Context: an optimization exercise on an open-source flow, tuned for small area, a short achievable clock period and few clock cycles. The choices shown serve that exercise and are no tape-out recipe. Where RTL was checked, it was by simulation tests only, not by an equivalence proof against the original. Function not checked in runs 1 to 3: the RTL went through the layout flow alone. Power figures rest on the tool's default switching activity, not on a simulated workload.

==> flow/design.v <==
`default_nettype none
module ksl_front (
   input  wire logic         clock,
   input  wire logic         reset,
   input  wire logic         req_valid,
   output logic              req_stall,
   input  wire logic [8:0]   req_data,
   input  wire logic         csr_we,
   input  wire logic [16:0]  csr_wdata,
   input  wire logic         room,
   input  wire logic [15:0]  last_index,
   output logic              push,
   output logic [45:0]       push_w
);
   localparam logic [5:0] KIND_IDENT   = 6'd31;
   localparam logic [5:0] KIND_NUMBER  = 6'd32;
   localparam logic [5:0] KIND_STRING  = 6'd33;
   localparam logic [5:0] KIND_END     = 6'd57;
   localparam logic [2:0] LM_IDLE   = 3'd0;
   localparam logic [2:0] LM_IDENT  = 3'd1;
   localparam logic [2:0] LM_NUMBER = 3'd2;
   localparam logic [2:0] LM_STRING = 3'd3;
   localparam logic [2:0] LM_LINE   = 3'd4;
   localparam logic [2:0] LM_BLOCK  = 3'd5;
   localparam logic [2:0] LM_PEND   = 3'd6;
   localparam logic [2:0] PD_SLASH = 3'd0;
   localparam logic [2:0] PD_EQ    = 3'd1;
   localparam logic [2:0] PD_BANG  = 3'd2;
   localparam logic [2:0] PD_LT    = 3'd3;
   localparam logic [2:0] PD_GT    = 3'd4;
   localparam logic [2:0] PD_MINUS = 3'd5;
   function automatic logic [9:0] kw_first(input logic [7:0] ch);
      logic [9:0] r;
      logic        hit;
      r   = '0;
      hit = 1'b0;
      r   = r | ({10{ch == 8'd97}} & 10'd339);
      hit = hit | (ch == 8'd97);
      r   = r | ({10{ch == 8'd99}} & 10'd385);
      hit = hit | (ch == 8'd99);
      r   = r | ({10{ch == 8'd100}} & 10'd293);
      hit = hit | (ch == 8'd100);
      r   = r | ({10{ch == 8'd101}} & 10'd558);
      hit = hit | (ch == 8'd101);
      r   = r | ({10{ch == 8'd102}} & 10'd274);
      hit = hit | (ch == 8'd102);
      r   = r | ({10{ch == 8'd103}} & 10'd69);
      hit = hit | (ch == 8'd103);
      r   = r | ({10{ch == 8'd104}} & 10'd143);
      hit = hit | (ch == 8'd104);
      r   = r | ({10{ch == 8'd105}} & 10'd174);
      hit = hit | (ch == 8'd105);
      r   = r | ({10{ch == 8'd107}} & 10'd581);
      hit = hit | (ch == 8'd107);
      r   = r | ({10{ch == 8'd108}} & 10'd841);
      hit = hit | (ch == 8'd108);
      r   = r | ({10{ch == 8'd109}} & 10'd47);
      hit = hit | (ch == 8'd109);
      r   = r | ({10{ch == 8'd111}} & 10'd422);
      hit = hit | (ch == 8'd111);
      r   = r | ({10{ch == 8'd114}} & 10'd9);
      hit = hit | (ch == 8'd114);
      r   = r | ({10{ch == 8'd117}} & 10'd782);
      hit = hit | (ch == 8'd117);
      r   = r | ({10{ch == 8'd119}} & 10'd360);
      hit = hit | (ch == 8'd119);
      kw_first = hit ? r : 10'd992;
   endfunction
   function automatic logic [4:0] kw_exp(input logic [8:0] kn);
      logic [4:0] r;
      logic        hit;
      r   = '0;
      hit = 1'b0;
      r   = r | ({5{kn == 9'd1}} & 5'd14);
      hit = hit | (kn == 9'd1);
      r   = r | ({5{kn == 9'd2}} & 5'd7);
      hit = hit | (kn == 9'd2);
      r   = r | ({5{kn == 9'd17}} & 5'd4);
      hit = hit | (kn == 9'd17);
      r   = r | ({5{kn == 9'd18}} & 5'd21);
      hit = hit | (kn == 9'd18);
      r   = r | ({5{kn == 9'd19}} & 5'd12);
      hit = hit | (kn == 9'd19);
      r   = r | ({5{kn == 9'd20}} & 5'd5);
      hit = hit | (kn == 9'd20);
      r   = r | ({5{kn == 9'd33}} & 5'd14);
      hit = hit | (kn == 9'd33);
      r   = r | ({5{kn == 9'd34}} & 5'd5);
      hit = hit | (kn == 9'd34);
      r   = r | ({5{kn == 9'd35}} & 5'd18);
      hit = hit | (kn == 9'd35);
      r   = r | ({5{kn == 9'd36}} & 5'd1);
      hit = hit | (kn == 9'd36);
      r   = r | ({5{kn == 9'd37}} & 5'd20);
      hit = hit | (kn == 9'd37);
      r   = r | ({5{kn == 9'd38}} & 5'd15);
      hit = hit | (kn == 9'd38);
      r   = r | ({5{kn == 9'd39}} & 5'd18);
      hit = hit | (kn == 9'd39);
      r   = r | ({5{kn == 9'd40}} & 5'd19);
      hit = hit | (kn == 9'd40);
      r   = r | ({5{kn == 9'd49}} & 5'd12);
      hit = hit | (kn == 9'd49);
      r   = r | ({5{kn == 9'd50}} & 5'd1);
      hit = hit | (kn == 9'd50);
      r   = r | ({5{kn == 9'd51}} & 5'd20);
      hit = hit | (kn == 9'd51);
      r   = r | ({5{kn == 9'd52}} & 5'd9);
      hit = hit | (kn == 9'd52);
      r   = r | ({5{kn == 9'd53}} & 5'd15);
      hit = hit | (kn == 9'd53);
      r   = r | ({5{kn == 9'd54}} & 5'd14);
      hit = hit | (kn == 9'd54);
      r   = r | ({5{kn == 9'd55}} & 5'd19);
      hit = hit | (kn == 9'd55);
      r   = r | ({5{kn == 9'd65}} & 5'd13);
      hit = hit | (kn == 9'd65);
      r   = r | ({5{kn == 9'd66}} & 5'd15);
      hit = hit | (kn == 9'd66);
      r   = r | ({5{kn == 9'd67}} & 5'd13);
      hit = hit | (kn == 9'd67);
      r   = r | ({5{kn == 9'd68}} & 5'd15);
      hit = hit | (kn == 9'd68);
      r   = r | ({5{kn == 9'd69}} & 5'd18);
      hit = hit | (kn == 9'd69);
      r   = r | ({5{kn == 9'd70}} & 5'd16);
      hit = hit | (kn == 9'd70);
      r   = r | ({5{kn == 9'd71}} & 5'd8);
      hit = hit | (kn == 9'd71);
      r   = r | ({5{kn == 9'd72}} & 5'd9);
      hit = hit | (kn == 9'd72);
      r   = r | ({5{kn == 9'd73}} & 5'd19);
      hit = hit | (kn == 9'd73);
      r   = r | ({5{kn == 9'd74}} & 5'd13);
      hit = hit | (kn == 9'd74);
      r   = r | ({5{kn == 9'd97}} & 5'd20);
      hit = hit | (kn == 9'd97);
      r   = r | ({5{kn == 9'd98}} & 5'd5);
      hit = hit | (kn == 9'd98);
      r   = r | ({5{kn == 9'd99}} & 5'd7);
      hit = hit | (kn == 9'd99);
      r   = r | ({5{kn == 9'd100}} & 5'd5);
      hit = hit | (kn == 9'd100);
      r   = r | ({5{kn == 9'd101}} & 5'd18);
      hit = hit | (kn == 9'd101);
      r   = r | ({5{kn == 9'd102}} & 5'd19);
      hit = hit | (kn == 9'd102);
      r   = r | ({5{kn == 9'd103}} & 5'd31);
      hit = hit | (kn == 9'd103);
      r   = r | ({5{kn == 9'd104}} & 5'd13);
      hit = hit | (kn == 9'd104);
      r   = r | ({5{kn == 9'd105}} & 5'd15);
      hit = hit | (kn == 9'd105);
      r   = r | ({5{kn == 9'd106}} & 5'd4);
      hit = hit | (kn == 9'd106);
      r   = r | ({5{kn == 9'd113}} & 5'd20);
      hit = hit | (kn == 9'd113);
      r   = r | ({5{kn == 9'd114}} & 5'd9);
      hit = hit | (kn == 9'd114);
      r   = r | ({5{kn == 9'd115}} & 5'd15);
      hit = hit | (kn == 9'd115);
      r   = r | ({5{kn == 9'd116}} & 5'd14);
      hit = hit | (kn == 9'd116);
      r   = r | ({5{kn == 9'd117}} & 5'd1);
      hit = hit | (kn == 9'd117);
      r   = r | ({5{kn == 9'd118}} & 5'd12);
      hit = hit | (kn == 9'd118);
      r   = r | ({5{kn == 9'd119}} & 5'd19);
      hit = hit | (kn == 9'd119);
      r   = r | ({5{kn == 9'd129}} & 5'd5);
      hit = hit | (kn == 9'd129);
      r   = r | ({5{kn == 9'd130}} & 5'd5);
      hit = hit | (kn == 9'd130);
      r   = r | ({5{kn == 9'd131}} & 5'd31);
      hit = hit | (kn == 9'd131);
      r   = r | ({5{kn == 9'd132}} & 5'd13);
      hit = hit | (kn == 9'd132);
      r   = r | ({5{kn == 9'd133}} & 5'd15);
      hit = hit | (kn == 9'd133);
      r   = r | ({5{kn == 9'd134}} & 5'd4);
      hit = hit | (kn == 9'd134);
      r   = r | ({5{kn == 9'd135}} & 5'd21);
      hit = hit | (kn == 9'd135);
      r   = r | ({5{kn == 9'd136}} & 5'd12);
      hit = hit | (kn == 9'd136);
      r   = r | ({5{kn == 9'd137}} & 5'd5);
      hit = hit | (kn == 9'd137);
      r   = r | ({5{kn == 9'd145}} & 5'd6);
      hit = hit | (kn == 9'd145);
      r   = r | ({5{kn == 9'd146}} & 5'd9);
      hit = hit | (kn == 9'd146);
      r   = r | ({5{kn == 9'd147}} & 5'd14);
      hit = hit | (kn == 9'd147);
      r   = r | ({5{kn == 9'd148}} & 5'd5);
      hit = hit | (kn == 9'd148);
      r   = r | ({5{kn == 9'd177}} & 5'd5);
      hit = hit | (kn == 9'd177);
      r   = r | ({5{kn == 9'd178}} & 5'd18);
      hit = hit | (kn == 9'd178);
      r   = r | ({5{kn == 9'd179}} & 5'd5);
      hit = hit | (kn == 9'd179);
      r   = r | ({5{kn == 9'd193}} & 5'd19);
      hit = hit | (kn == 9'd193);
      r   = r | ({5{kn == 9'd194}} & 5'd5);
      hit = hit | (kn == 9'd194);
      r   = r | ({5{kn == 9'd225}} & 5'd3);
      hit = hit | (kn == 9'd225);
      r   = r | ({5{kn == 9'd226}} & 5'd21);
      hit = hit | (kn == 9'd226);
      r   = r | ({5{kn == 9'd227}} & 5'd18);
      hit = hit | (kn == 9'd227);
      r   = r | ({5{kn == 9'd228}} & 5'd19);
      hit = hit | (kn == 9'd228);
      r   = r | ({5{kn == 9'd229}} & 5'd9);
      hit = hit | (kn == 9'd229);
      r   = r | ({5{kn == 9'd230}} & 5'd22);
      hit = hit | (kn == 9'd230);
      r   = r | ({5{kn == 9'd231}} & 5'd5);
      hit = hit | (kn == 9'd231);
      r   = r | ({5{kn == 9'd241}} & 5'd24);
      hit = hit | (kn == 9'd241);
      r   = r | ({5{kn == 9'd242}} & 5'd5);
      hit = hit | (kn == 9'd242);
      r   = r | ({5{kn == 9'd243}} & 5'd4);
      hit = hit | (kn == 9'd243);
      r   = r | ({5{kn == 9'd244}} & 5'd31);
      hit = hit | (kn == 9'd244);
      r   = r | ({5{kn == 9'd245}} & 5'd16);
      hit = hit | (kn == 9'd245);
      r   = r | ({5{kn == 9'd246}} & 5'd15);
      hit = hit | (kn == 9'd246);
      r   = r | ({5{kn == 9'd247}} & 5'd9);
      hit = hit | (kn == 9'd247);
      r   = r | ({5{kn == 9'd248}} & 5'd14);
      hit = hit | (kn == 9'd248);
      r   = r | ({5{kn == 9'd249}} & 5'd20);
      hit = hit | (kn == 9'd249);
      r   = r | ({5{kn == 9'd257}} & 5'd18);
      hit = hit | (kn == 9'd257);
      r   = r | ({5{kn == 9'd258}} & 5'd16);
      hit = hit | (kn == 9'd258);
      r   = r | ({5{kn == 9'd259}} & 5'd8);
      hit = hit | (kn == 9'd259);
      r   = r | ({5{kn == 9'd260}} & 5'd9);
      hit = hit | (kn == 9'd260);
      r   = r | ({5{kn == 9'd261}} & 5'd19);
      hit = hit | (kn == 9'd261);
      r   = r | ({5{kn == 9'd262}} & 5'd13);
      hit = hit | (kn == 9'd262);
      r   = r | ({5{kn == 9'd273}} & 5'd4);
      hit = hit | (kn == 9'd273);
      r   = r | ({5{kn == 9'd274}} & 5'd15);
      hit = hit | (kn == 9'd274);
      r   = r | ({5{kn == 9'd275}} & 5'd13);
      hit = hit | (kn == 9'd275);
      r   = r | ({5{kn == 9'd276}} & 5'd15);
      hit = hit | (kn == 9'd276);
      r   = r | ({5{kn == 9'd277}} & 5'd18);
      hit = hit | (kn == 9'd277);
      r   = r | ({5{kn == 9'd278}} & 5'd16);
      hit = hit | (kn == 9'd278);
      r   = r | ({5{kn == 9'd279}} & 5'd8);
      hit = hit | (kn == 9'd279);
      r   = r | ({5{kn == 9'd280}} & 5'd9);
      hit = hit | (kn == 9'd280);
      r   = r | ({5{kn == 9'd281}} & 5'd19);
      hit = hit | (kn == 9'd281);
      r   = r | ({5{kn == 9'd282}} & 5'd13);
      hit = hit | (kn == 9'd282);
      r   = r | ({5{kn == 9'd289}} & 5'd18);
      hit = hit | (kn == 9'd289);
      r   = r | ({5{kn == 9'd290}} & 5'd14);
      hit = hit | (kn == 9'd290);
      r   = r | ({5{kn == 9'd291}} & 5'd5);
      hit = hit | (kn == 9'd291);
      r   = r | ({5{kn == 9'd292}} & 5'd12);
      hit = hit | (kn == 9'd292);
      r   = r | ({5{kn == 9'd305}} & 5'd1);
      hit = hit | (kn == 9'd305);
      r   = r | ({5{kn == 9'd306}} & 5'd7);
      hit = hit | (kn == 9'd306);
      r   = r | ({5{kn == 9'd307}} & 5'd5);
      hit = hit | (kn == 9'd307);
      r   = r | ({5{kn == 9'd321}} & 5'd13);
      hit = hit | (kn == 9'd321);
      r   = r | ({5{kn == 9'd322}} & 5'd16);
      hit = hit | (kn == 9'd322);
      r   = r | ({5{kn == 9'd323}} & 5'd15);
      hit = hit | (kn == 9'd323);
      r   = r | ({5{kn == 9'd324}} & 5'd19);
      hit = hit | (kn == 9'd324);
      r   = r | ({5{kn == 9'd325}} & 5'd5);
      hit = hit | (kn == 9'd325);
      r   = r | ({5{kn == 9'd337}} & 5'd16);
      hit = hit | (kn == 9'd337);
      r   = r | ({5{kn == 9'd338}} & 5'd12);
      hit = hit | (kn == 9'd338);
      r   = r | ({5{kn == 9'd339}} & 5'd25);
      hit = hit | (kn == 9'd339);
      r   = r | ({5{kn == 9'd353}} & 5'd16);
      hit = hit | (kn == 9'd353);
      r   = r | ({5{kn == 9'd369}} & 5'd12);
      hit = hit | (kn == 9'd369);
      r   = r | ({5{kn == 9'd370}} & 5'd4);
      hit = hit | (kn == 9'd370);
      r   = r | ({5{kn == 9'd385}} & 5'd6);
      hit = hit | (kn == 9'd385);
      r   = r | ({5{kn == 9'd386}} & 5'd15);
      hit = hit | (kn == 9'd386);
      r   = r | ({5{kn == 9'd387}} & 5'd12);
      hit = hit | (kn == 9'd387);
      r   = r | ({5{kn == 9'd388}} & 5'd4);
      hit = hit | (kn == 9'd388);
      r   = r | ({5{kn == 9'd401}} & 5'd12);
      hit = hit | (kn == 9'd401);
      r   = r | ({5{kn == 9'd402}} & 5'd9);
      hit = hit | (kn == 9'd402);
      r   = r | ({5{kn == 9'd403}} & 5'd13);
      hit = hit | (kn == 9'd403);
      r   = r | ({5{kn == 9'd404}} & 5'd9);
      hit = hit | (kn == 9'd404);
      r   = r | ({5{kn == 9'd405}} & 5'd20);
      hit = hit | (kn == 9'd405);
      r   = r | ({5{kn == 9'd417}} & 5'd13);
      hit = hit | (kn == 9'd417);
      r   = r | ({5{kn == 9'd418}} & 5'd9);
      hit = hit | (kn == 9'd418);
      r   = r | ({5{kn == 9'd419}} & 5'd20);
      hit = hit | (kn == 9'd419);
      r   = r | ({5{kn == 9'd433}} & 5'd12);
      hit = hit | (kn == 9'd433);
      r   = r | ({5{kn == 9'd434}} & 5'd20);
      hit = hit | (kn == 9'd434);
      r   = r | ({5{kn == 9'd435}} & 5'd5);
      hit = hit | (kn == 9'd435);
      r   = r | ({5{kn == 9'd436}} & 5'd18);
      hit = hit | (kn == 9'd436);
      r   = r | ({5{kn == 9'd449}} & 5'd13);
      hit = hit | (kn == 9'd449);
      r   = r | ({5{kn == 9'd450}} & 5'd2);
      hit = hit | (kn == 9'd450);
      r   = r | ({5{kn == 9'd451}} & 5'd4);
      hit = hit | (kn == 9'd451);
      r   = r | ({5{kn == 9'd452}} & 5'd1);
      hit = hit | (kn == 9'd452);
      r   = r | ({5{kn == 9'd465}} & 5'd20);
      hit = hit | (kn == 9'd465);
      r   = r | ({5{kn == 9'd466}} & 5'd8);
      hit = hit | (kn == 9'd466);
      r   = r | ({5{kn == 9'd481}} & 5'd9);
      hit = hit | (kn == 9'd481);
      r   = r | ({5{kn == 9'd482}} & 5'd20);
      hit = hit | (kn == 9'd482);
      r   = r | ({5{kn == 9'd483}} & 5'd9);
      hit = hit | (kn == 9'd483);
      r   = r | ({5{kn == 9'd484}} & 5'd1);
      hit = hit | (kn == 9'd484);
      r   = r | ({5{kn == 9'd485}} & 5'd12);
      hit = hit | (kn == 9'd485);
      kw_exp = hit ? r : 5'd0;
   endfunction
   function automatic logic [9:0] kw_alt(input logic [16:0] knc);
      logic [9:0] r;
      logic        hit;
      r   = '0;
      hit = 1'b0;
      r   = r | ({10{knc == 17'd41328}} & 10'd688);
      hit = hit | (knc == 17'd41328);
      r   = r | ({10{knc == 17'd49519}} & 10'd653);
      hit = hit | (knc == 17'd49519);
      r   = r | ({10{knc == 17'd82540}} & 10'd809);
      hit = hit | (knc == 17'd82540);
      r   = r | ({10{knc == 17'd33129}} & 10'd504);
      hit = hit | (knc == 17'd33129);
      r   = r | ({10{knc == 17'd33135}} & 10'd748);
      hit = hit | (knc == 17'd33135);
      r   = r | ({10{knc == 17'd62060}} & 10'd884);
      hit = hit | (knc == 17'd62060);
      r   = r | ({10{knc == 17'd20845}} & 10'd609);
      hit = hit | (knc == 17'd20845);
      r   = r | ({10{knc == 17'd21097}} & 10'd980);
      hit = hit | (knc == 17'd21097);
      r   = r | ({10{knc == 17'd21108}} & 10'd197);
      hit = hit | (knc == 17'd21108);
      r   = r | ({10{knc == 17'd106849}} & 10'd909);
      hit = hit | (knc == 17'd106849);
      r   = r | ({10{knc == 17'd4449}} & 10'd720);
      hit = hit | (knc == 17'd4449);
      r   = r | ({10{knc == 17'd4722}} & 10'd528);
      hit = hit | (knc == 17'd4722);
      r   = r | ({10{knc == 17'd353}} & 10'd244);
      hit = hit | (knc == 17'd353);
      r   = r | ({10{knc == 17'd357}} & 10'd108);
      hit = hit | (knc == 17'd357);
      r   = r | ({10{knc == 17'd12899}} & 10'd469);
      hit = hit | (knc == 17'd12899);
      r   = r | ({10{knc == 17'd45417}} & 10'd948);
      hit = hit | (knc == 17'd45417);
      kw_alt = hit ? r : 10'd992;
   endfunction
   function automatic logic [5:0] single_kind(input logic [7:0] ch);
      logic [5:0] r;
      r = '0;
      r = r | ({6{ch == 8'h2b}} & 6'd39);    
      r = r | ({6{ch == 8'h2a}} & 6'd42);    
      r = r | ({6{ch == 8'h25}} & 6'd44);    
      r = r | ({6{ch == 8'h28}} & 6'd45);    
      r = r | ({6{ch == 8'h29}} & 6'd46);    
      r = r | ({6{ch == 8'h7b}} & 6'd47);    
      r = r | ({6{ch == 8'h7d}} & 6'd48);    
      r = r | ({6{ch == 8'h2c}} & 6'd49);    
      r = r | ({6{ch == 8'h3b}} & 6'd50);    
      r = r | ({6{ch == 8'h3a}} & 6'd53);    
      r = r | ({6{ch == 8'h5b}} & 6'd54);    
      r = r | ({6{ch == 8'h5d}} & 6'd55);    
      r = r | ({6{ch == 8'h2e}} & 6'd56);    
      single_kind = r;
   endfunction
   localparam int CL_W = 11;
   localparam int CL_WORD  = 10;    
   localparam int CL_ALPHA = 9;     
   localparam int CL_DIGIT = 8;
   localparam int CL_QUOTE = 7;
   localparam int CL_NL    = 6;
   localparam int CL_SLASH = 5;
   localparam int CL_STAR  = 4;
   localparam int CL_EQ    = 3;
   localparam int CL_GT    = 2;
   localparam int CL_PEND  = 1;     
   localparam int CL_OP    = 0;     
   function automatic logic [3:0] class_code(input logic [7:0] ch);
      logic alpha, digit;
      alpha = ((ch >= "a") && (ch <= "z")) || ((ch >= "A") && (ch <= "Z")) || (ch == "_");
      digit = (ch >= "0") && (ch <= "9");
      class_code = 4'b1100;
      if (alpha) class_code = 4'b0000;
      if (digit) class_code = 4'b0001;
      if (ch == "/") class_code = 4'b0100;
      if (ch == "=") class_code = 4'b0101;
      if (ch == ">") class_code = 4'b0110;
      if ((ch == "!") || (ch == "<") || (ch == "-")) class_code = 4'b0111;
      if (single_kind(ch) != 6'd0) class_code = 4'b1000;
      if (ch == "*") class_code = 4'b1001;
      if (ch == "\"") class_code = 4'b1101;
      if (ch == 8'd10) class_code = 4'b1110;
   endfunction
   function automatic logic [CL_W-1:0] classes(input logic [3:0] cc);
      classes = {cc[3:2] == 2'b00, cc[3:2] == 2'b00 && !cc[0], cc[3:2] == 2'b00 && cc[0],
                 cc == 4'b1101, cc == 4'b1110, cc == 4'b0100, cc == 4'b1001,
                 cc == 4'b0101, cc == 4'b0110, cc[3:2] == 2'b01, cc[3:2] == 2'b10};
   endfunction
   function automatic logic [15:0] cap4_of(input logic [16:0] l);
      if (l[16]) begin
         cap4_of = 16'd65531;
      end else if (l[15:0] == 16'd0) begin
         cap4_of = 16'hfffc;
      end else begin
         cap4_of = l[15:0] - 16'd5;
      end
   endfunction
   logic              in_v;
   logic [7:0]        c;
   logic              eot;
   logic [3:0]        cc;
   logic [CL_W-1:0]   cl;
   logic              b_v;
   logic [8:0]        b_data;
   logic [8:0]        src;
   logic              load_a;
   logic [2:0]   mode_ff, mode_in;
   logic [2:0]   pend_ff, pend_in;
   logic         star_ff, star_in;
   logic [15:0]  start_ff, start_in;
   logic [5:0]   len_ff, len_in;
   logic [4:0]   kw_ff, kw_in;
   logic [4:0]   kwe_ff, kwe_in;      
   logic [16:0]  pos_ff, pos_in;
   logic         zero_ff, zero_in;    
   logic [15:0]  cnt;                 
   logic         ovf_ff, ovf_in;      
   logic         near_ff, near_in;    
   logic         far_ff, far_in;      
   logic [15:0]  cap4_ff;             
   logic [15:0]  cap4_w;
   logic [2:0]   c_pend;
   logic [5:0]   c_kind, two_kind, flush_kind, flush_len;
   logic         flush_emits;
   assign c_kind   = single_kind(c);
   assign cl       = classes(cc);
   assign cap4_w   = cap4_of(csr_wdata);
   logic         w_cap0, w_cap1, w_cap2;
   assign w_cap0   = (csr_wdata[16:1] == 16'd0);
   assign w_cap1   = (csr_wdata == 17'd2);
   assign w_cap2   = (csr_wdata == 17'd3);
   assign cnt      = zero_ff ? 16'd0 : last_index + 16'd1;
   logic         kw_hit;
   logic [9:0]   kw_f, kw_a;
   assign kw_hit = (c[4:0] == kwe_ff) && c[6] && (c[5] || (kwe_ff == 5'd31));
   assign kw_f   = kw_first(c);
   assign kw_a   = kw_alt({kw_ff, len_ff[3:0], c});
   always_comb begin
      c_pend = PD_SLASH;
      if (c == "=") c_pend = PD_EQ;
      if (c == "!") c_pend = PD_BANG;
      if (c == "<") c_pend = PD_LT;
      if (c == ">") c_pend = PD_GT;
      if (c == "-") c_pend = PD_MINUS;
   end
   always_comb begin
      two_kind = 6'd0;
      if (cl[CL_EQ]) begin
         if (pend_ff == PD_EQ)   two_kind = 6'd34;
         if (pend_ff == PD_BANG) two_kind = 6'd35;
         if (pend_ff == PD_LT)   two_kind = 6'd36;
         if (pend_ff == PD_GT)   two_kind = 6'd37;
      end else if (cl[CL_GT] && (pend_ff == PD_MINUS)) begin
         two_kind = 6'd41;
      end
   end
   always_comb begin
      flush_emits = 1'b1;
      flush_len   = len_ff;
      flush_kind  = 6'd0;
      if (mode_ff == LM_IDENT) begin
         flush_kind = (kwe_ff != 5'd0) ? KIND_IDENT : {1'b0, kw_ff};
      end else if (mode_ff == LM_NUMBER) begin
         flush_kind = KIND_NUMBER;
      end else if (mode_ff == LM_STRING) begin
         flush_kind = KIND_STRING;
      end else if (mode_ff == LM_PEND) begin
         flush_len = 6'd1;
         if (pend_ff == PD_SLASH) flush_kind = 6'd43;
         if (pend_ff == PD_EQ)    flush_kind = 6'd38;
         if (pend_ff == PD_LT)    flush_kind = 6'd51;
         if (pend_ff == PD_GT)    flush_kind = 6'd52;
         if (pend_ff == PD_MINUS) flush_kind = 6'd40;
         flush_emits = (pend_ff != PD_BANG);
      end else begin
         flush_emits = 1'b0;
      end
   end
   logic         emit, split, step, take;
   logic [5:0]   w_kind, w_len;
   logic [15:0]  w_start;
   logic         w_ovf, w_last, w_end;
   always_comb begin
      logic do_flush, do_start;
      mode_in  = mode_ff;
      pos_in   = pos_ff;
      emit     = 1'b0;
      split    = 1'b0;
      w_end    = 1'b0;
      w_kind   = flush_kind;
      w_start  = ((mode_ff == LM_STRING) && (len_ff == 6'd0)) ? pos_ff[15:0] : start_ff;
      w_len    = flush_len;
      w_ovf    = 1'b0;
      do_flush = 1'b0;
      do_start = 1'b0;
      if (eot) begin
         mode_in = LM_IDLE;
         emit    = 1'b1;
         if (!ovf_ff && flush_emits) begin
            split = 1'b1;
         end else begin
            w_end   = 1'b1;
            w_kind  = KIND_END;
            w_start = pos_ff[15:0];
            w_len   = 6'd0;
            w_ovf   = ovf_ff;
            pos_in  = '0;
         end
      end else if (!ovf_ff && !pos_ff[16]) begin
         pos_in = pos_ff + 17'd1;
         case (mode_ff)
            LM_IDENT: begin
               if (!cl[CL_WORD]) begin
                  do_flush = 1'b1;
                  do_start = 1'b1;
               end
            end
            LM_NUMBER: begin
               if (!cl[CL_DIGIT]) begin
                  do_flush = 1'b1;
                  do_start = 1'b1;
               end
            end
            LM_STRING: begin
               if (cl[CL_QUOTE]) do_flush = 1'b1;
            end
            LM_LINE: begin
               if (cl[CL_NL]) mode_in = LM_IDLE;
            end
            LM_BLOCK: begin
               if (star_ff && cl[CL_SLASH]) mode_in = LM_IDLE;
            end
            LM_PEND: begin
               if ((pend_ff == PD_SLASH) && cl[CL_SLASH]) begin
                  mode_in = LM_LINE;
               end else if ((pend_ff == PD_SLASH) && cl[CL_STAR]) begin
                  mode_in = LM_BLOCK;
               end else if (two_kind != 6'd0) begin
                  mode_in = LM_IDLE;
                  emit    = 1'b1;
                  w_kind  = two_kind;
                  w_len   = 6'd2;
               end else begin
                  do_flush = 1'b1;
                  do_start = 1'b1;
               end
            end
            default: begin
               mode_in  = LM_IDLE;
               do_start = 1'b1;
            end
         endcase
         if (do_flush) begin
            mode_in = LM_IDLE;
            if (flush_emits) begin
               emit = 1'b1;
               if (do_start && !near_ff && cl[CL_OP]) begin
                  split  = 1'b1;
                  pos_in = pos_ff;
               end else if (near_ff) begin
                  do_start = 1'b0;
               end
            end
         end
         if (do_start && !split) begin
            if (cl[CL_ALPHA]) begin
               mode_in  = LM_IDENT;
            end else if (cl[CL_DIGIT]) begin
               mode_in  = LM_NUMBER;
            end else if (cl[CL_QUOTE]) begin
               mode_in  = LM_STRING;
            end else if (cl[CL_PEND]) begin
               mode_in  = LM_PEND;
            end else if (cl[CL_OP]) begin
               emit    = 1'b1;
               w_kind  = c_kind;
               w_start = pos_ff[15:0];
               w_len   = 6'd1;
            end
         end
      end
      w_last = !split;
      step   = in_v && (room || !emit);
      take   = step && !split;
      push   = in_v && emit && room;
   end
   assign push_w    = {w_kind, cnt, w_start, w_len, w_ovf, w_last};
   logic  tok_cont;
   assign tok_cont = ((mode_ff == LM_IDENT) && cl[CL_WORD]) || ((mode_ff == LM_NUMBER) && cl[CL_DIGIT]) ||
                     ((mode_ff == LM_STRING) && !cl[CL_QUOTE]);
   always_comb begin
      pend_in  = c_pend;
      star_in  = (mode_ff == LM_BLOCK) && cl[CL_STAR];
      start_in = pos_ff[15:0];
      len_in   = cl[CL_QUOTE] ? 6'd0 : 6'd1;
      kw_in    = kw_f[9:5];
      kwe_in   = kw_f[4:0];
      if (tok_cont) begin
         len_in = (len_ff == 6'd63) ? len_ff : len_ff + 6'd1;
      end
      if (tok_cont && !((mode_ff == LM_STRING) && (len_ff == 6'd0))) begin
         start_in = start_ff;
      end
      if (mode_ff == LM_IDENT) begin
         kw_in  = kw_hit ? kw_ff : kw_a[9:5];
         kwe_in = kw_hit ? ((len_ff[5:4] == 2'b00) ? kw_exp({kw_ff, len_ff[3:0]}) : 5'd0) : kw_a[4:0];
      end
      if (pos_ff[16]) begin
         pend_in  = pend_ff;
         start_in = start_ff;
         len_in   = len_ff;
         kw_in    = kw_ff;
         kwe_in   = kwe_ff;
      end
   end
   assign load_a    = !in_v || take;
   assign src       = b_v ? b_data : req_data;
   assign req_stall = b_v || (in_v && eot);
   always_ff @(posedge clock) begin
      if (reset) begin
         in_v <= 1'b0;
         b_v  <= 1'b0;
      end else if (load_a) begin
         in_v <= b_v || (req_valid && !req_stall);
         b_v  <= 1'b0;
      end else if (req_valid && !req_stall) begin
         b_v  <= 1'b1;
      end
      if (load_a) begin
         {c, eot} <= src;
         cc       <= class_code(src[8:1]);
      end
      if (!req_stall) begin
         b_data <= req_data;
      end
   end
   always_comb begin
      zero_in = zero_ff;
      ovf_in  = ovf_ff;
      near_in = near_ff;
      far_in  = far_ff;
      if (push && w_end) begin
         zero_in = 1'b1;
         ovf_in  = csr_we ? w_cap0 : (cap4_ff == 16'hfffc);
         near_in = csr_we ? w_cap1 : (cap4_ff == 16'hfffd);
         far_in  = csr_we ? w_cap2 : (cap4_ff == 16'hfffe);
      end else if (push) begin
         zero_in = 1'b0;
         ovf_in  = near_ff;
         near_in = far_ff;
         far_in  = zero_ff ? (cap4_ff == 16'hffff) : (last_index == cap4_ff);
      end else if (csr_we && !in_v && !b_v) begin
         ovf_in  = w_cap0;
         near_in = w_cap1;
         far_in  = w_cap2;
      end
   end
   always_ff @(posedge clock) begin
      if (reset) begin
         mode_ff <= LM_IDLE;
         pos_ff  <= '0;
         zero_ff <= 1'b1;
         ovf_ff  <= 1'b0;
         near_ff <= 1'b0;
         far_ff  <= 1'b0;
         cap4_ff <= 16'd1019;
      end else begin
         if (csr_we) cap4_ff <= cap4_w;
         zero_ff <= zero_in;
         ovf_ff  <= ovf_in;
         near_ff <= near_in;
         far_ff  <= far_in;
         if (step) begin
            mode_ff <= mode_in;
            pos_ff  <= pos_in;
         end
      end
   end
   always_ff @(posedge clock) begin
      if (step) begin
         pend_ff  <= pend_in;
         star_ff  <= star_in;
         start_ff <= start_in;
         len_ff   <= len_in;
         kw_ff    <= kw_in;
         kwe_ff   <= kwe_in;
      end
   end
endmodule
`default_nettype wire
`default_nettype none
module ksl_tokq (
   input  wire logic          clock,
   input  wire logic          reset,
   input  wire logic          push,
   input  wire logic [45:0]   push_w,
   output logic              room,
   output logic              rsp_valid,
   input  wire logic          rsp_stall,
   output logic [45:0]       rsp_data
);
   logic         v_ff;
   logic [45:0]  w_ff;
   assign rsp_valid = v_ff;
   assign rsp_data  = w_ff;
   assign room      = !v_ff || !rsp_stall;
   always_ff @(posedge clock) begin
      if (reset) begin
         v_ff <= 1'b0;
      end else if (room) begin
         v_ff <= push;
      end
      if (push) begin
         w_ff <= push_w;
      end
   end
endmodule
`default_nettype wire
`default_nettype none
module keyword_source_lexer #(
   parameter int MAX_TEXT_LEN = 65536
) (
   input  wire logic         clock,
   input  wire logic         reset,
   input  wire logic         req_valid,
   output logic             req_stall,
   input  wire logic [8:0]   req_data,
   output logic             rsp_valid,
   input  wire logic         rsp_stall,
   output logic [45:0]      rsp_data,
   input  wire logic         csr_we,
   input  wire logic [16:0]  csr_wdata
);
   logic         room;
   logic         push;
   logic [45:0]  push_w;
   ksl_front u_front (
      .clock     (clock),
      .reset     (reset),
      .req_valid (req_valid),
      .req_stall (req_stall),
      .req_data  (req_data),
      .csr_we    (csr_we),
      .csr_wdata (csr_wdata),
      .room      (room),
      .last_index(rsp_data[39:24]),
      .push      (push),
      .push_w    (push_w)
   );
   ksl_tokq u_tokq (
      .clock     (clock),
      .reset     (reset),
      .push      (push),
      .push_w    (push_w),
      .room      (room),
      .rsp_valid (rsp_valid),
      .rsp_stall (rsp_stall),
      .rsp_data  (rsp_data)
   );
endmodule
`default_nettype wire
==> flow/flow/run.sh <==
#!/bin/bash
# The standard layout, with the smallest buffer on each port instead of the
# default delay-cell buffer; repair still resizes port buffers where timing needs it
set -euo pipefail
export BUFFER_PORTS_ARGS="-buffer_cell sky130_fd_sc_hd__buf_1"
bash standard.sh finish > standard_finish.log 2>&1
==> flow/standard.sh <==
#!/bin/bash
# synth_recipe.tcl (not shown) runs the flow's synth.tcl, then flattens the netlist and writes it again
# the make line also repeats each setting of config.mk as NAME=value (left out here)
make -C /OpenROAD-flow-scripts/flow DESIGN_CONFIG=/design/flow/config.mk WORK_HOME=/design/flow/orfs CLKGATE_MAP_FILE= SYNTH_SCRIPT=/design/flow/synth_recipe.tcl "${@:-finish}"
==> flow/config.mk <==
export PLATFORM = sky130hd
export DESIGN_NAME = keyword_source_lexer
export DESIGN_NICKNAME = keyword_source_lexer
export VERILOG_FILES = /design/flow/design.v
export SDC_FILE = /design/flow/constraint.sdc
export NUM_CORES = 4
export LEC_CHECK = 0
export ABC_AREA = 1
export CAP_MARGIN = 20
export CORE_MARGIN = 2
export CORE_UTILIZATION = 40
export CTS_BUF_LIST = sky130_fd_sc_hd__clkbuf_8
export SETUP_SLACK_MARGIN = 5
export SLEW_MARGIN = 20
==> flow/constraint.sdc <==
create_clock -name core_clock -period 8.5 [get_ports {clock}]
set_input_delay 1.7000 -clock core_clock [delete_from_list [all_inputs] [get_ports {clock}]]
set_output_delay 1.7000 -clock core_clock [all_outputs]
set_load 0.01 [all_outputs]
==> metrics.csv, run 1 <==
metric,value,unit
fin_crit_sh,0.398,
seq_power_share,0.492,
routedWlPerCell,19.3,microns
grt_pass1_vias,11500,
ys_seq_area_frac,0.343,
remaining_drc_errors,0,
synth_top_area_frac,0.269,
port_buffers,78,
hold_path_class,flop to flop,
drive_gt1_frac,0.0555,
clkLatencyLatePin,0.47,ns
yosys.area_share.simple,0.378,
combPwrFrac,0.203,
grt_usage,0.279,
clk_pin_slew,0.12,ns
first_iter_violations,1428,
critPathCaptureType,flop,
coreArea,28600,sq um
die_w,174,microns
power_switching,0.619,mW
synth-seq-cells,147,
diodes,0,
antenna_found_initial,0,
cts_num_sinks,147,
synth_compound_area_frac,0.140,
setup_violations,0,
cts-htree-levels,4,
nFillCells,3070,
synth_cell_types,56,
synth-main-ff-cell,edfxtp_1,
cts_buffers,17,
switching_share,0.353,
path_class,primary input to flop,
slew_violations,0,
dieArea,30400,sq um
vias_per_cell,5.62,
post_synth_main_area_contributors,"edfxtp_1 (27%), nand2_1 (13%), nor2_1 (8.8%)",
yosys_warnings,2,
crit_path_max_fanout,22,
p_leak,5.50,nW
grt_overflow,0,
avgSynthCellArea,6.64,sq um
power.internal,1.13,mW
tns,0,ns
power_frac_clock,0.305,
synth_top_family_by_area,simple AND/OR/NAND/NOR gates,
initial_utilization,0.405,
cts_root_buffer,clkbuf_8,
crit_arrival,3.70,ns
p_per_area,139,nW/um^2
drtPass1Iterations,6,
die_h,174,microns
min_period,3.38,ns
max_cap_violations,0,
num_rows,62,
via_count,12400,
fmax,0.296,GHz
drt_wl_total,42500,microns
io_pins,79,
cts_buffer_depth,2,
max-vdd-ir-drop,0.0899,mV
synth-adder-area-share,0.00971,
synth_async_sr_flop_share,0,
netlist_area,11600,sq um
yosys.area.top_type,edfxtp_1,
timing.slew.headroom,0.357,
synth_edf_count,104,
rsz0062_at_grt,no,
finClkSkew,0.0302,ns
synth_xor_area_frac,0.0279,
dp_hpwl,33300,microns
setup_ws,5.12,ns
grt_pass1_wl,66300,microns
status,timing/DRC/antenna clean,
startpoint_type,primary input,
cts_tree,built,
synth_cells,1746,
hold_violations,0,
antenna_left,0,
area_delta_synth_final,8.78,%
syn_nets,1786,
power,1.75,mW
fin_util,0.441,
crit_required,8.82,ns
cts_setup_buffers,0,
synth.area.mux_share,0.0138,
tightestPinTransition,0.961,ns
fin_nets,1848,
grt_max_degree,32,
post-place-ws,4.71,ns
routabilityCongestion,1.02,
## power groups by stage
| stage | sequential, mW | combinational [mW] | clock, mW |
|---|---|---|---|
| 4_1_cts | 0.862 | 0.352 | 0.551 |
| 6_report | 0.862 | 0.356 | 0.535 |
| 2_1_floorplan | 0.870 | 0.242 | 0 |
| 5_1_grt | 0.869 | 0.400 | 0.580 |
| 3_3_place_gp | 0.878 | 0.349 | 0 |
| 3_5_place_dp | 0.879 | 0.351 | 0 |
## through the flow
| step | std cells | cell area [sq um] | hold WS (ns) |
|---|---|---|---|
| 6_report | 2205 | 12600 | 0.511 |
| 5_1_grt | 2205 | 12600 | 0.552 |
| 4_1_cts | 2205 | 12600 | 0.508 |
| 3_5_place_dp | 2173 | 12200 | 0.489 |
| 3_3_place_gp | 2173 | 12200 | 0.475 |
| 2_1_floorplan | 1746 | 11600 | 0.406 |
## kinds of logic after synthesis
logic type               after synthesis
multiplexers                          16
buffers and inverters                261
XOR/XNOR                              37
flip-flops                           147
AND/OR/NAND/NOR                      988
adder cells (fa/ha/maj)                9
AO/OA/AOI/OAI                        288
## what timing repair did
action                     in CTS  in global routing
setup endpoints to repair       0                 17
gates resized for setup         0                  3
hold buffers                    0                  0
## layout make-up
cell class	instances	area (sq um)	area share
flip-flops and latches	147	3980	0.316
well taps	384	480	0.0381
clock inverters	15	140	0.0111
multi-input cells	1338	6600	0.523
inverters	217	817	0.0647
repair buffers	87	360	0.0286
clock buffers	17	234	0.0185
## path summary, 6_finish.rpt
kind	to	slack, ns	from	cells past startpoint
worst min-delay path	u_front.pos_ff[16]$_SDFFE_PP0P_	0.51	u_front.pos_ff[16]$_SDFFE_PP0P_	2
worst max-delay path	u_front.cap4_ff[4]$_SDFFE_PP1P_	5.12	csr_we	6
worst max register to register	u_front.kwe_ff[3]$_DFFE_PP_	5.22	u_front.len_ff[0]$_DFFE_PP_	14
worst min register to register	u_front.pos_ff[16]$_SDFFE_PP0P_	0.51	u_front.pos_ff[16]$_SDFFE_PP0P_	2
## Yosys cell counts (4+ instances only)
cell type	instances
nand2_1	404
nor2_1	271
inv_1	200
nand3_1	121
a21oi_1	118
edfxtp_1	104
o21ai_0	102
nor3_1	71
dfxtp_1	43
nand4_1	43
xor2_1	33
clkbuf_1	27
nor4_1	19
mux2i_1	16
inv_2	13
o22ai_1	11
or2_2	10
ha_1	9
nor2_2	9
o211ai_1	8
a31oi_1	7
nand2_2	7
nand3b_1	7
a22oi_1	6
buf_1	6
nor2_4	6
nor3b_1	6
o21a_1	6
buf_2	5
o2111ai_1	5
buf_4	4
clkinv_1	4
o221ai_1	4
xnor2_1	4
## sequential cells by signal, indices dropped and copies added (netlist names), 3 cells and up
register / cells
u_front.cap4_ff: 16
u_front.c: 8
u_front.pos_ff: 17
u_front.b_data: 9
u_tokq.w_ff: 46
u_front.len_ff: 6
u_front.kwe_ff: 5
u_front.pend_ff: 3
u_front.kw_ff: 5
u_front.mode_ff: 3
u_front.start_ff: 16
u_front.cc: 4
## critical path, stage by stage
cell and delay, ns:
buf_1 0.64, clkinv_1 0.52, nor2_1 0.54, nand3_1 0.11, o21ai_0 0.10, nand2_1 0.08
## placed cells by master (no fill, tap or decap), drive strengths merged, types with 17 or more instances in the layout
master / count
nand3: 127
o21ai: 104
nor3: 72
clkbuf: 17
xor2: 33
edfxtp: 104
inv: 223
nand4: 45
dfxtp: 43
nand2: 413
a21oi: 118
nor2: 287
nor4: 19
buf: 87
## metal layers
layer  part of all wire  track usage  routed length, microns
met1               0.47        0.410                   19900
met2               0.42        0.411                   17900
met3              0.086       0.0641                    3640
met4              0.023       0.0732                     969
met5                  0            0                       0
==> inputs of run 2 (changes only) <==
--- a/flow/config.mk
+++ b/flow/config.mk
@@ -12,2 +12,3 @@
 export CTS_BUF_LIST = sky130_fd_sc_hd__clkbuf_8
+export CTS_CLUSTER_SIZE = 30
 export SETUP_SLACK_MARGIN = 5
==> run 2 against run 1 <==
  * Critical endpoint unchanged
  * Wire length stayed put
  * Power stayed put
  * Area after synthesis stayed put
  * Combinational power hardly changed
  * Core utilization stayed put
  * Synthesized cell count stayed put
  * Largest cell class unchanged
  * Highest routed layer unchanged
==> metrics.csv, run 2 <==
metric,value,unit
status,timing/DRC/antenna clean,
synth_edf_count,104,
grt.met2_usage,0.411,
remaining_drc_errors,0,
final_cell_mix,"nand2_1 (403), nor2_1 (271), inv_1 (200)",
coreArea,28600,sq um
timing.slew.headroom,0.357,
cp_cell_sequence,buf_1 -> clkinv_1 -> nor2_1 -> nand3_1 -> o21ai_0 -> nand2_1,
top_usage_layer,met2,
die_w,174,microns
hold_violations,0,
num_rows,62,
setup_ws,5.12,ns
crit_buf_inv,2,
fin_crit_sh,0.398,
power,1.75,mW
diodes,0,
max_cap_violations,0,
cp_slowest_stage_delay,0.64,ns
fmax,0.296,GHz
clkLatencyLatePin,0.47,ns
cts_tree,built,
min_period,3.38,ns
synth-seq-cells,147,
path_class,primary input to flop,
yosys.area.top_type,edfxtp_1,
p_per_area,139,nW/um^2
avgSynthCellArea,6.64,sq um
tightestPinTransition,0.961,ns
p_leak,5.50,nW
layoutNonFillerInstCount,2205,
synth_async_sr_flop_share,0,
post-place-ws,4.71,ns
slew_violations,0,
grt_usage,0.279,
cts_num_sinks,147,
dieArea,30400,sq um
first_iter_violations,1428,
cts_root_buffer,clkbuf_8,
routabilityCongestion,1.02,
grt_pass1_vias,11500,
netlist_top_cells_count,"nand2_1 (404), nor2_1 (271), inv_1 (200), nand3_1 (121), a21oi_1 (118)",
startpoint_type,primary input,
critPathCaptureType,flop,
tns,0,ns
cts_buffers,17,
top_regs,"u_tokq.w_ff x46, u_front.pos_ff x17",
clk_pin_slew,0.12,ns
largest_reg_flops,46,
routedWlPerCell,19.3,microns
initial_utilization,0.405,
r2r_slack,5.22,ns
antenna_left,0,
crit_slowest_cell,buf_1,
cts-htree-levels,4,
hold_path_class,flop to flop,
crit_required,8.82,ns
via_count,12400,
yosys_warnings,2,
synth_top_area_frac,0.269,
use_met3,0.0641,
finClkSkew,0.0302,ns
synth-main-ff-cell,edfxtp_1,
dp_cells,2173,
grt_pass1_wl,66300,microns
rsz0062_at_grt,no,
max-vdd-ir-drop,0.0899,mV
cts_buffer_depth,2,
drt_wl_total,42500,microns
io_pins,79,
drive_gt1_frac,0.0555,
antenna_found_initial,0,
grt_overflow,0,
grtUsageMet1,0.410,
fin_util,0.441,
synth_cell_types,56,
die_h,174,microns
yosys.cell_count.top_type,nand2_1,
setup_violations,0,
crit_arrival,3.70,ns
netlist_area,11600,sq um
area_delta_synth_final,8.78,%
ys_seq_area_frac,0.343,
crit_path_max_fanout,22,
post_synth_main_area_contributors,"edfxtp_1 (27%), nand2_1 (13%), nor2_1 (8.8%)",
drtPass1Iterations,6,
final_common_cell,nand2_1,
port_buffers,78,
syn_nets,1786,
cp_top_family,buffers and inverters,
synth_cells,1746,
fin_nets,1848,
grt_max_degree,32,
top_register,u_tokq.w_ff,
dp_hpwl,33300,microns
vias_per_cell,5.62,
## run 2: cell counts after synthesis
No cell type changed its count.
## run 2: worst min-delay path, cell delays in order (launching register included)
cell	delay, ns
dfxtp_1	0.35
nand2_1	0.07
a21oi_1	0.06
## run 2: per-layer routing
metal	share of wire	wire length (microns)
met5	0	0
met3	0.086	3640
met1	0.47	19900
met2	0.42	17900
met4	0.023	969
## run 2: final timing paths
kind | startpoint | endpoint | depth (start not counted)
setup reg to reg | u_front.len_ff[0]$_DFFE_PP_ | u_front.kwe_ff[3]$_DFFE_PP_ | 14
hold / removal | u_front.pos_ff[16]$_SDFFE_PP0P_ | u_front.pos_ff[16]$_SDFFE_PP0P_ | 2
hold reg to reg | u_front.pos_ff[16]$_SDFFE_PP0P_ | u_front.pos_ff[16]$_SDFFE_PP0P_ | 2
setup / recovery | csr_we | u_front.cap4_ff[4]$_SDFFE_PP1P_ | 6
## run 2: through the flow
step | hold slack, ns | instance area, sq um
floorplan | 0.406 | 11600
global placement | 0.475 | 12200
detailed placement | 0.489 | 12200
CTS | 0.508 | 12600
global route | 0.552 | 12600
finish | 0.511 | 12600
## run 2: layout make-up
cell class / count / area [sq um]
clock inverters: 15 / 140
repair buffers: 87 / 360
flip-flops and latches: 147 / 3980
clock buffers: 17 / 234
fillers: 3070 / 16000
multi-input cells: 1338 / 6600
inverters: 217 / 817
well taps: 384 / 480
## run 2: power breakdown
group	switching [mW]	internal, mW
combinational	0.261	0.0954
sequential	0.0399	0.822
clock	0.318	0.217
## run 2: cells by family after synthesis
| kind of cell | after synthesis | share of synthesized area |
|---|---|---|
| xor gates and xnor gates | 37 | 0.0279 |
| buffers and inverters | 261 | 0.0876 |
| adders and majority gates | 9 | 0.00971 |
| and+or+nand+nor | 988 | 0.378 |
| AOI/OAI and AO/OA | 288 | 0.140 |
| muxes | 16 | 0.0138 |
| DFF | 147 | 0.343 |
## run 2: repair_timing
action                                  in CTS  in global routing
hold buffers                                 0                  0
hold endpoints to repair                     0                  0
setup buffers                                0                  0
endpoints found under the setup margin       0                 17
resized for setup                            0                  3
==> inputs of run 3 (changes only) <==
--- a/flow/design.v
+++ b/flow/design.v
@@ -776,3 +776,7 @@
       if (push) begin
-         w_ff <= push_w;
+         w_ff[39:24] <= push_w[39:24];
+      end
+      if (room) begin
+         w_ff[45:40] <= push_w[45:40];
+         w_ff[23:0]  <= push_w[23:0];
       end
--- a/flow/config.mk
+++ b/flow/config.mk
@@ -12,3 +12,2 @@
 export CTS_BUF_LIST = sky130_fd_sc_hd__clkbuf_8
-export CTS_CLUSTER_SIZE = 30
 export SETUP_SLACK_MARGIN = 5
==> run 3 against run 2 <==
  * Setup slack better by 0.037 ns
  * Combinational power rose by 4%
  * Sequential power increased by 2%
  * Hold slack worse by 0.039 ns
  * Flip-flop and latch count did not move
  * Power rose by 7.3%
  * Critical path depth up 8
  * Area after synthesis decreased by 0.43%
  * Wire length down 4.5%
  * Synthesized cell count fell by 2.7%
  * Critical path type is now flop to flop
  * Final cell count down 2.0%
==> metrics.csv, run 3 <==
metric,value,unit
clkLatencyLatePin,0.46,ns
synth_xor_area_frac,0.0250,
use_met3,0.0376,
power,1.88,mW
cts_tree,built,
min_from,u_front.pos_ff[3]$_SDFFE_PP0P_,
io_pins,79,
slew_violations,0,
rsz0062_at_grt,no,
r2r_cells,14,
grt_pass1_wl,63500,microns
grt_overflow,0,
avgSynthCellArea,6.80,sq um
grtUsageMet1,0.377,
via_count,12200,
routabilityCongestion,1.07,
remaining_drc_errors,0,
hold_depth,0,
port_buffers,78,
timing.slew.headroom,0.324,
tns,0,ns
layoutNonFillerInstCount,2160,
synth-main-ff-cell,edfxtp_1,
dieArea,30300,sq um
area_delta_synth_final,9.14,%
max-vdd-ir-drop,0.0856,mV
num_rows,62,
p_leak,5.41,nW
cts_buffers,17,
syn_nets,1739,
final_common_cell,nand2_1,
top_register,u_tokq.w_ff,
tightestPinTransition,1.01,ns
yosys_warnings,2,
yosys.area.top_type,edfxtp_1,
fin_nets,1803,
synth_top_area_frac,0.270,
hold_violations,0,
yosys.cell_count.top_type,nand2_1,
yosys.area_share.simple,0.368,
crit_path_max_fanout,8,
startpoint_type,flop,
path_class,flop to flop,
grt_pass1_vias,11500,
finClkSkew,0.0188,ns
synth_cells,1699,
cts_root_buffer,clkbuf_8,
die_w,174,microns
synth.area.mux_share,0.00347,
dp_cells,2127,
cts-htree-levels,4,
hold_buffers,0,
fin_area,12600,sq um
crit_required,8.72,ns
antenna_found_initial,0,
min_period,3.34,ns
clk_pin_slew,0.09,ns
fmax,0.299,GHz
synth_async_sr_flop_share,0,
vias_per_cell,5.65,
placed_area,12100,sq um
netlist_top_cells_count,"nand2_1 (356), nor2_1 (295), inv_1 (204), edfxtp_1 (104)",
drt_wl_total,40600,microns
setup_ws,5.16,ns
hold_end,u_front.start_ff[3]$_DFFE_PP_,
largest_reg_flops,46,
grt_usage,0.266,
die_h,174,microns
reg2reg_from,u_front.len_ff[0]$_DFFE_PP_,
cts_num_sinks,147,
r2r_slack,5.16,ns
synth_edf_count,104,
hold_path_class,flop to flop,
crit_arrival,3.56,ns
ys_seq_area_frac,0.345,
netlist_area,11600,sq um
grt_max_degree,35,
drive_gt1_frac,0.0715,
antenna_left,0,
top_regs,"u_tokq.w_ff x46, u_front.pos_ff x17",
setup_violations,0,
synth-adder-area-share,0.00975,
cts_buffer_depth,2,
max_cap_violations,0,
drtPass1Iterations,6,
p_per_area,149,nW/um^2
synth_top_family_by_area,simple AND/OR/NAND/NOR gates,
fin_crit_sh,0.393,
dp_hpwl,31700,microns
post-place-ws,4.67,ns
post_synth_main_area_contributors,"edfxtp_1 (27%), nand2_1 (12%), nor2_1 (9.6%)",
routedWlPerCell,18.8,microns
critical_path.reg2reg.endpoint,u_front.kwe_ff[4]$_DFFE_PP_,
diodes,0,
first_iter_violations,1521,
coreArea,28500,sq um
initial_utilization,0.405,
grt.met2_usage,0.411,
final_cell_mix,"nand2_1 (355), nor2_1 (292), inv_1 (207)",
top_usage_layer,met2,
status,timing/DRC/antenna clean,
synth-seq-cells,147,
critPathCaptureType,flop,
startpoint,u_front.len_ff[0]$_DFFE_PP_,
synth_cell_types,65,
synth_compound_area_frac,0.156,
-- run 3: per-stage QoR --
step	utilization	hold slack, ns
after global routing	0.442	0.494
after floorplan	-	0.406
final	0.442	0.472
after CTS	0.441	0.468
after detailed placement	0.425	0.457
after global placement	0.425	0.454
-- run 3: repair_timing --
action                                  4_1_cts  5_1_grt
endpoints found under the setup margin       13       32
pin swaps                                     0        0
setup buffers                                 0        0
gates cloned                                  0        0
resized for setup                             2        2
-- run 3: metal layers --
| metal | up-vias | wire [microns] |
|---|---|---|
| li1 | 5865 | - |
| met1 | 5642 | 18500 |
| met2 | 581 | 17500 |
| met3 | 114 | 2990 |
| met4 | 0 | 1550 |
| met5 | - | 0 |
-- run 3: critical path: stages, from the launching register on --
cell	delay [ns]
edfxtp_1	0.44
inv_1	0.11
ha_1	0.27
nand2_1	0.29
inv_1	0.23
nand2_1	0.42
a21oi_1	0.25
nor3_1	0.31
nand2_1	0.13
nor2_1	0.10
nand2_1	0.09
nor2_1	0.11
nand3_1	0.16
nand3_1	0.13
a21oi_1	0.08
-- run 3: layout make-up --
cell class	count	area (sq um)
well taps	384	480
inverters	221	830
multi-input cells	1293	6530
repair buffers	83	334
fillers	3069	15900
clock buffers	17	234
flip-flops and latches	147	3980
clock inverters	15	214
-- run 3: how the worst max path moves through the flow --
| stage | endpoint | depth (start not counted) |
|---|---|---|
| 6_report | u_front.kwe_ff[4]$_DFFE_PP_ | 14 |
| 3_5_place_dp | u_front.len_ff[0]$_DFFE_PP_ | 7 |
| 4_1_cts | u_front.c[6]$_DFFE_PP_ | 13 |
| 3_3_place_gp | u_front.len_ff[2]$_SDFFCE_PN0P_ | 7 |
| 2_1_floorplan | u_front.len_ff[0]$_DFFE_PP_ | 6 |
| 5_1_grt | u_front.len_ff[0]$_DFFE_PP_ | 7 |
-- run 3: power breakdown --
| part | internal (mW) | leakage, nW | switching [mW] | total (mW) |
|---|---|---|---|---|
| clock network | 0.348 | 0.235 | 0.284 | 0.632 |
| registers | 0.837 | 1.41 | 0.0424 | 0.879 |
| logic | 0.106 | 3.77 | 0.265 | 0.370 |
-- run 3: logic make-up after synthesis --
kind of cell             Yosys count
AND/OR/NAND/NOR                  943
adder cells (fa/ha/maj)            9
AO/OA/AOI/OAI                    304
buffers and inverters            259
flip-flops                       147
multiplexers                       4
XOR/XNOR                          33
==> inputs of run 4 (changes only) <==
--- a/flow/design.v
+++ b/flow/design.v
@@ -678,18 +678,32 @@
    end
+   logic  in_v_in, b_v_in, eot_in, stall_ff;
    assign load_a    = !in_v || take;
    assign src       = b_v ? b_data : req_data;
-   assign req_stall = b_v || (in_v && eot);
+   assign req_stall = stall_ff;
+   always_comb begin
+      in_v_in = in_v;
+      b_v_in  = b_v;
+      eot_in  = eot;
+      if (load_a) begin
+         in_v_in = b_v || (req_valid && !req_stall);
+         b_v_in  = 1'b0;
+         eot_in  = src[0];
+      end else if (req_valid && !req_stall) begin
+         b_v_in  = 1'b1;
+      end
+   end
    always_ff @(posedge clock) begin
       if (reset) begin
-         in_v <= 1'b0;
-         b_v  <= 1'b0;
-      end else if (load_a) begin
-         in_v <= b_v || (req_valid && !req_stall);
-         b_v  <= 1'b0;
-      end else if (req_valid && !req_stall) begin
-         b_v  <= 1'b1;
+         in_v     <= 1'b0;
+         b_v      <= 1'b0;
+         stall_ff <= 1'b0;
+      end else begin
+         in_v     <= in_v_in;
+         b_v      <= b_v_in;
+         stall_ff <= b_v_in || (in_v_in && eot_in);
       end
+      eot <= eot_in;
       if (load_a) begin
-         {c, eot} <= src;
-         cc       <= class_code(src[8:1]);
+         c  <= src[8:1];
+         cc <= class_code(src[8:1]);
       end
==> run 4 against run 3 <==
  * Highest routed layer unchanged
  * Via count shrank 3.7%
  * Register-to-register slack lost 0.02 ns
  * Area after synthesis shrank 1.9%
  * Clock power shrank 3%
  * Die area shrank 1.9%
  * Clock-buffer cell count grew 2
  * Synthesized cell count shrank 2.9%
  * Clock skew grew 0.00068 ns
  * Still clean
==> metrics.csv, run 4 <==
metric,value,unit
top_regs,"u_tokq.w_ff x46, u_front.pos_ff x17",
die_h,172,microns
port_buffers,78,
yosys.area.top_type,edfxtp_1,
drive_gt1_frac,0.0762,
drtPass1Iterations,6,
final_cell_mix,"nand2_1 (335), nor2_1 (295), inv_1 (204)",
synth-seq-cells,148,
top_register,u_tokq.w_ff,
max-vdd-ir-drop,0.0876,mV
crit_arrival,3.59,ns
grt_pass1_wl,59300,microns
fmax,0.298,GHz
hold_path_class,flop to flop,
fin_util,0.448,
timing.slew.headroom,0.362,
synth_top_area_frac,0.273,
antenna_left,0,
synth_cells,1649,
coreArea,27900,sq um
crit_required,8.73,ns
synth_cell_types,59,
cts_buffer_depth,2,
crit_path_max_fanout,7,
yosys_warnings,2,
grt_overflow,0,
num_rows,61,
drt_wl_total,37800,microns
p_leak,5.15,nW
max_cap_violations,0,
tns,0,ns
grt_pass1_vias,11000,
routedWlPerCell,17.9,microns
antenna_found_initial,0,
synth_async_sr_flop_share,0,
netlist_area,11300,sq um
hold_buffers,0,
hold_violations,0,
status,timing/DRC/antenna clean,
cts_buffers,17,
cts_num_sinks,148,
nFillCells,2913,
grt_usage,0.257,
rsz0062_at_grt,yes,
setup_violations,0,
initial_utilization,0.407,
regArea,3990,sq um
min_period,3.36,ns
io_pins,79,
clk_pin_slew,0.09,ns
cts_root_buffer,clkbuf_8,
slew_violations,0,
via_count,11800,
first_iter_violations,1047,
area_delta_synth_final,10.2,%
cts-htree-levels,4,
post_synth_main_area_contributors,"edfxtp_1 (27%), nand2_1 (11%), nor2_1 (9.8%)",
startpoint_type,flop,
remaining_drc_errors,0,
tightestPinTransition,0.955,ns
synth_edf_count,103,
dieArea,29700,sq um
largest_reg_flops,46,
dp_hpwl,28800,microns
routabilityCongestion,0.984,
vias_per_cell,5.57,
cts_tree,built,
finClkSkew,0.0194,ns
synth-main-ff-cell,edfxtp_1,
syn_nets,1689,
netlist_top_cells_count,"nand2_1 (336), nor2_1 (297), inv_1 (204), edfxtp_1 (103), a21oi_1 (94)",
final_common_cell,nand2_1,
path_class,flop to flop,
fin_crit_sh,0.395,
clkLatencyLatePin,0.47,ns
yosys.cell_count.top_type,nand2_1,
diodes,0,
critPathCaptureType,flop,
multi_input_comb_area,6370,sq um
grt_max_degree,34,
fin_nets,1760,
p_per_area,151,nW/um^2
ys_seq_area_frac,0.353,
die_w,172,microns
avgSynthCellArea,6.87,sq um
run 4: cell types whose count changed after synthesis, sizes merged, moves of 7 or more:
cell and delta:
nor4 +12, a21oi -8, nand3 -11, nand4 -21, o221ai +11, o22ai -12
o211ai +9, a31oi +7, nand2 -24
run 4: kinds of logic after synthesis:
kind of cell / after synthesis / share of synthesized area
AO/OA/AOI/OAI: 306 / 0.168
multiplexers: 1 / 0.000884
XOR/XNOR: 37 / 0.0286
flip-flops: 148 / 0.353
buffers and inverters: 254 / 0.0878
adder cells (fa/ha/maj): 9 / 0.00994
AND/OR/NAND/NOR: 894 / 0.352
run 4: critical path: stages (launching register included):
cell	delay, ns
edfxtp_1	0.49
inv_1	0.11
ha_1	0.23
nand2_2	0.19
nor2_1	0.16
buf_4	0.23
inv_1	0.23
o21ai_0	0.24
nor3_1	0.44
nand4_1	0.21
nor2_1	0.18
nand3_1	0.12
nand2_1	0.07
nand3_1	0.10
nand2_1	0.09
inv_1	0.04
run 4: what timing repair did:
item | in CTS | in global routing
gates resized for setup | 2 | 4
setup endpoints to repair | 27 | 9
buffers inserted | 1 | 3
pin swaps | 0 | 0
run 4: path summary, 6_finish.rpt:
check	from	endpoint	slack, ns	cells after the start
worst max-delay path	u_front.len_ff[0]$_DFFE_PP_	u_front.kwe_ff[0]$_DFFE_PP_	5.14	15
worst min-delay path	u_front.pos_ff[3]$_SDFFE_PP0P_	u_front.start_ff[3]$_DFFE_PP_	0.51	0
worst max register to register	u_front.len_ff[0]$_DFFE_PP_	u_front.kwe_ff[0]$_DFFE_PP_	5.14	15
worst min register to register	u_front.pos_ff[3]$_SDFFE_PP0P_	u_front.start_ff[3]$_DFFE_PP_	0.51	0
run 4: area by class of cell:
cell class              instances  share of cell area
multi-input cells            1247               0.511
flip-flops and latches        148               0.320
inverters                     219              0.0669
well taps                     378              0.0379
repair buffers                 87              0.0299
clock buffers                  19              0.0210
clock inverters                13              0.0138
run 4: where the power goes:
group | internal [mW] | switching, mW | total [mW]
registers | 0.843 | 0.0430 | 0.886
clock network | 0.312 | 0.303 | 0.615
logic | 0.110 | 0.269 | 0.379
run 4: metrics by stage:
stage	instance area [sq um]	worst slack (ns)	total power [mW]	cells	hold slack, ns
finish	12500	5.14	1.88	2111	0.506
global route	12500	4.97	1.98	2111	0.523
CTS	12400	5.13	1.89	2108	0.501
detailed placement	12000	4.29	1.27	2075	0.504
global placement	12000	4.39	1.27	2075	0.503
floorplan	11300	5.01	1.16	1649	0.406
run 4: layer usage:
layer / part of all wire / up-vias / wire length, microns / track usage
li1: - / 5733 / - / -
met1: 0.46 / 5458 / 17400 / 0.354
met2: 0.44 / 471 / 16700 / 0.405
met3: 0.064 / 89 / 2400 / 0.0417
met4: 0.033 / 0 / 1230 / 0.0983
met5: 0 / - / 0 / 0
Testbench counts of run 4, summed over its fixed seeds: cycles 146,983.
==> inputs of run 5 (changes only) <==
--- a/flow/design.v
+++ b/flow/design.v
@@ -645,3 +645,3 @@
       w_last = !split;
-      step   = in_v && (room || !emit);
+      step   = in_v && room;
       take   = step && !split;
--- a/flow/config.mk
+++ b/flow/config.mk
@@ -7,3 +7,2 @@
 export LEC_CHECK = 0
-export ABC_AREA = 1
 export CAP_MARGIN = 20
==> run 5 against run 4 <==
  * Sequential share of layout area increased by 0.55 points
  * Largest cell class unchanged
  * Power decreased by 9.0%
  * Global-route usage decreased by 2.8 points
  * Die area about the same
  * Area after synthesis about the same
  * Still clean
  * Largest power group unchanged
  * Clock skew increased by 0.0038 ns
  * Sequential power decreased by 4.0%
  * Fmax decreased by 0.64%
==> metrics.csv, run 5 <==
metric,value,unit
yosys_warnings,2,
drtPass1Iterations,6,
dp_hpwl,24400,microns
vias_per_cell,6.20,
synth_compound_area_frac,0.200,
synth-main-ff-cell,edfxtp_1,
timing.slew.headroom,0.260,
crit_path_max_fanout,16,
status,timing/DRC/antenna clean,
crit_arrival,3.77,ns
cts_buffer_depth,2,
cp_top_family,simple AND/OR/NAND/NOR gates,
max_cap_violations,0,
synth_top_family_by_area,simple AND/OR/NAND/NOR gates,
yosys.area.top_type,edfxtp_1,
reg2reg_from,u_front.len_ff[1]$_SDFFCE_PN0P_,
remaining_drc_errors,0,
setup_violations,0,
io_pins,79,
grt_overflow,0,
crit_required,8.89,ns
grt_max_degree,51,
rsz0062_at_grt,yes,
grt_pass1_vias,9576,
synth_edf_count,103,
syn_nets,1365,
routabilityCongestion,0.988,
synth_cell_types,105,
finClkSkew,0.0232,ns
die_h,172,microns
final_common_cell,nor2_1,
combPwrFrac,0.154,
power_frac_clock,0.348,
cts_buffers,17,
synth_top_area_frac,0.273,
yosys.cell_count.top_type,nor2_1,
min_period,3.38,ns
ys_seq_area_frac,0.353,
hold_path_class,flop to flop,
synth-adder-area-share,0.00994,
hold_buffers,0,
post_synth_main_area_contributors,"edfxtp_1 (27%), dfxtp_1 (8.0%), nor2_1 (5.6%)",
synth_cells,1325,
max-vdd-ir-drop,0.0961,mV
path_class,primary input to flop,
clk_pin_slew,0.10,ns
netlist_area,11300,sq um
largest_reg_flops,46,
antenna_found_initial,0,
[run 5: changes by cell type after synthesis, moves of 30 or more]
| cell | before | now |
|---|---|---|
| nand2_1 | 336 | 97 |
| inv_1 | 204 | 32 |
| nor2_1 | 297 | 169 |
| nand3_1 | 84 | 43 |
| o21ai_0 | 93 | 61 |
| buf_2 | 5 | 35 |
[run 5: worst reg2reg max path: cells and delay by family (launching register included)]
kind / cells / cell delay (ns)
buf+inv: 1 / 0.12
fa+ha+maj: 1 / 0.47
flops: 1 / 0.48
compound gates: 2 / 0.20
simple gates: 5 / 1.84
[run 5: area by class of cell]
| type | count | area (sq um) |
|---|---|---|
| fillers | 2740 | 15600 |
| multi-input cells | 1049 | 6800 |
| flip-flops and latches | 148 | 3990 |
| well taps | 378 | 473 |
| repair buffers | 101 | 465 |
| clock buffers | 17 | 234 |
| clock inverters | 15 | 180 |
| inverters | 33 | 128 |
[run 5: cells by family after synthesis]
group	count (synthesis)
and+or+nand+nor	617
adders and majority gates	9
DFF	148
muxes	30
AOI/OAI and AO/OA	335
xor gates and xnor gates	57
buffers and inverters	129
[run 5: routing by layer]
metal,up-vias,GRT usage,wire (microns)
met1,5134,0.333,16200
met4,0,0.0895,1130
met3,85,0.0380,2590
met5,-,0,0
li1,5069,-,-
met2,501,0.340,15000
[run 5: worst min path at each step]
stage,slack (ns),endpoint,startpoint
2_1_floorplan,0.46,u_front.start_ff[4]$_DFFE_PP_,u_front.pos_ff[4]$_SDFFE_PP0P_
3_3_place_gp,0.50,u_front.start_ff[4]$_DFFE_PP_,u_front.pos_ff[4]$_SDFFE_PP0P_
3_5_place_dp,0.50,u_front.start_ff[4]$_DFFE_PP_,u_front.pos_ff[4]$_SDFFE_PP0P_
4_1_cts,0.53,u_front.start_ff[4]$_DFFE_PP_,u_front.pos_ff[4]$_SDFFE_PP0P_
5_1_grt,0.54,u_front.start_ff[4]$_DFFE_PP_,u_front.pos_ff[4]$_SDFFE_PP0P_
6_report,0.52,u_front.start_ff[4]$_DFFE_PP_,u_front.pos_ff[4]$_SDFFE_PP0P_
[run 5: stage by stage]
stage,hold WS [ns],power (mW),area [sq um],std cells,utilization
5_1_grt,0.540,1.78,12300,1741,0.440
2_1_floorplan,0.458,1.05,11300,1325,-
4_1_cts,0.530,1.72,12200,1738,0.438
3_3_place_gp,0.500,1.12,11800,1704,0.423
3_5_place_dp,0.505,1.12,11800,1704,0.423
6_report,0.525,1.71,12300,1741,0.440
[run 5: power groups by stage]
stage | registers [mW] | logic, mW | clock network (mW)
final | 0.851 | 0.264 | 0.596
after CTS | 0.851 | 0.260 | 0.610
after global routing | 0.858 | 0.288 | 0.637
after global placement | 0.866 | 0.255 | 0
after floorplan | 0.861 | 0.187 | 0
after detailed placement | 0.867 | 0.257 | 0
[run 5: what timing repair did]
item,CTS,global route
cloned,0,1
gates resized for setup,3,7
hold endpoints to repair,0,0
pin swaps,0,2
setup endpoints to repair,20,41
buffers inserted,2,2
Testbench counts of run 5, summed over its fixed seeds: cycles 148,692.

Re-timed with assumed drivers on the ports (clkbuf_16 on the clock, buf_2 on other inputs), run 5 has 5.128 ns of setup slack against 5.117 ns with ideal ports, and 4.650 ns once port delays also move by the mid clock arrival of 0.494 ns.
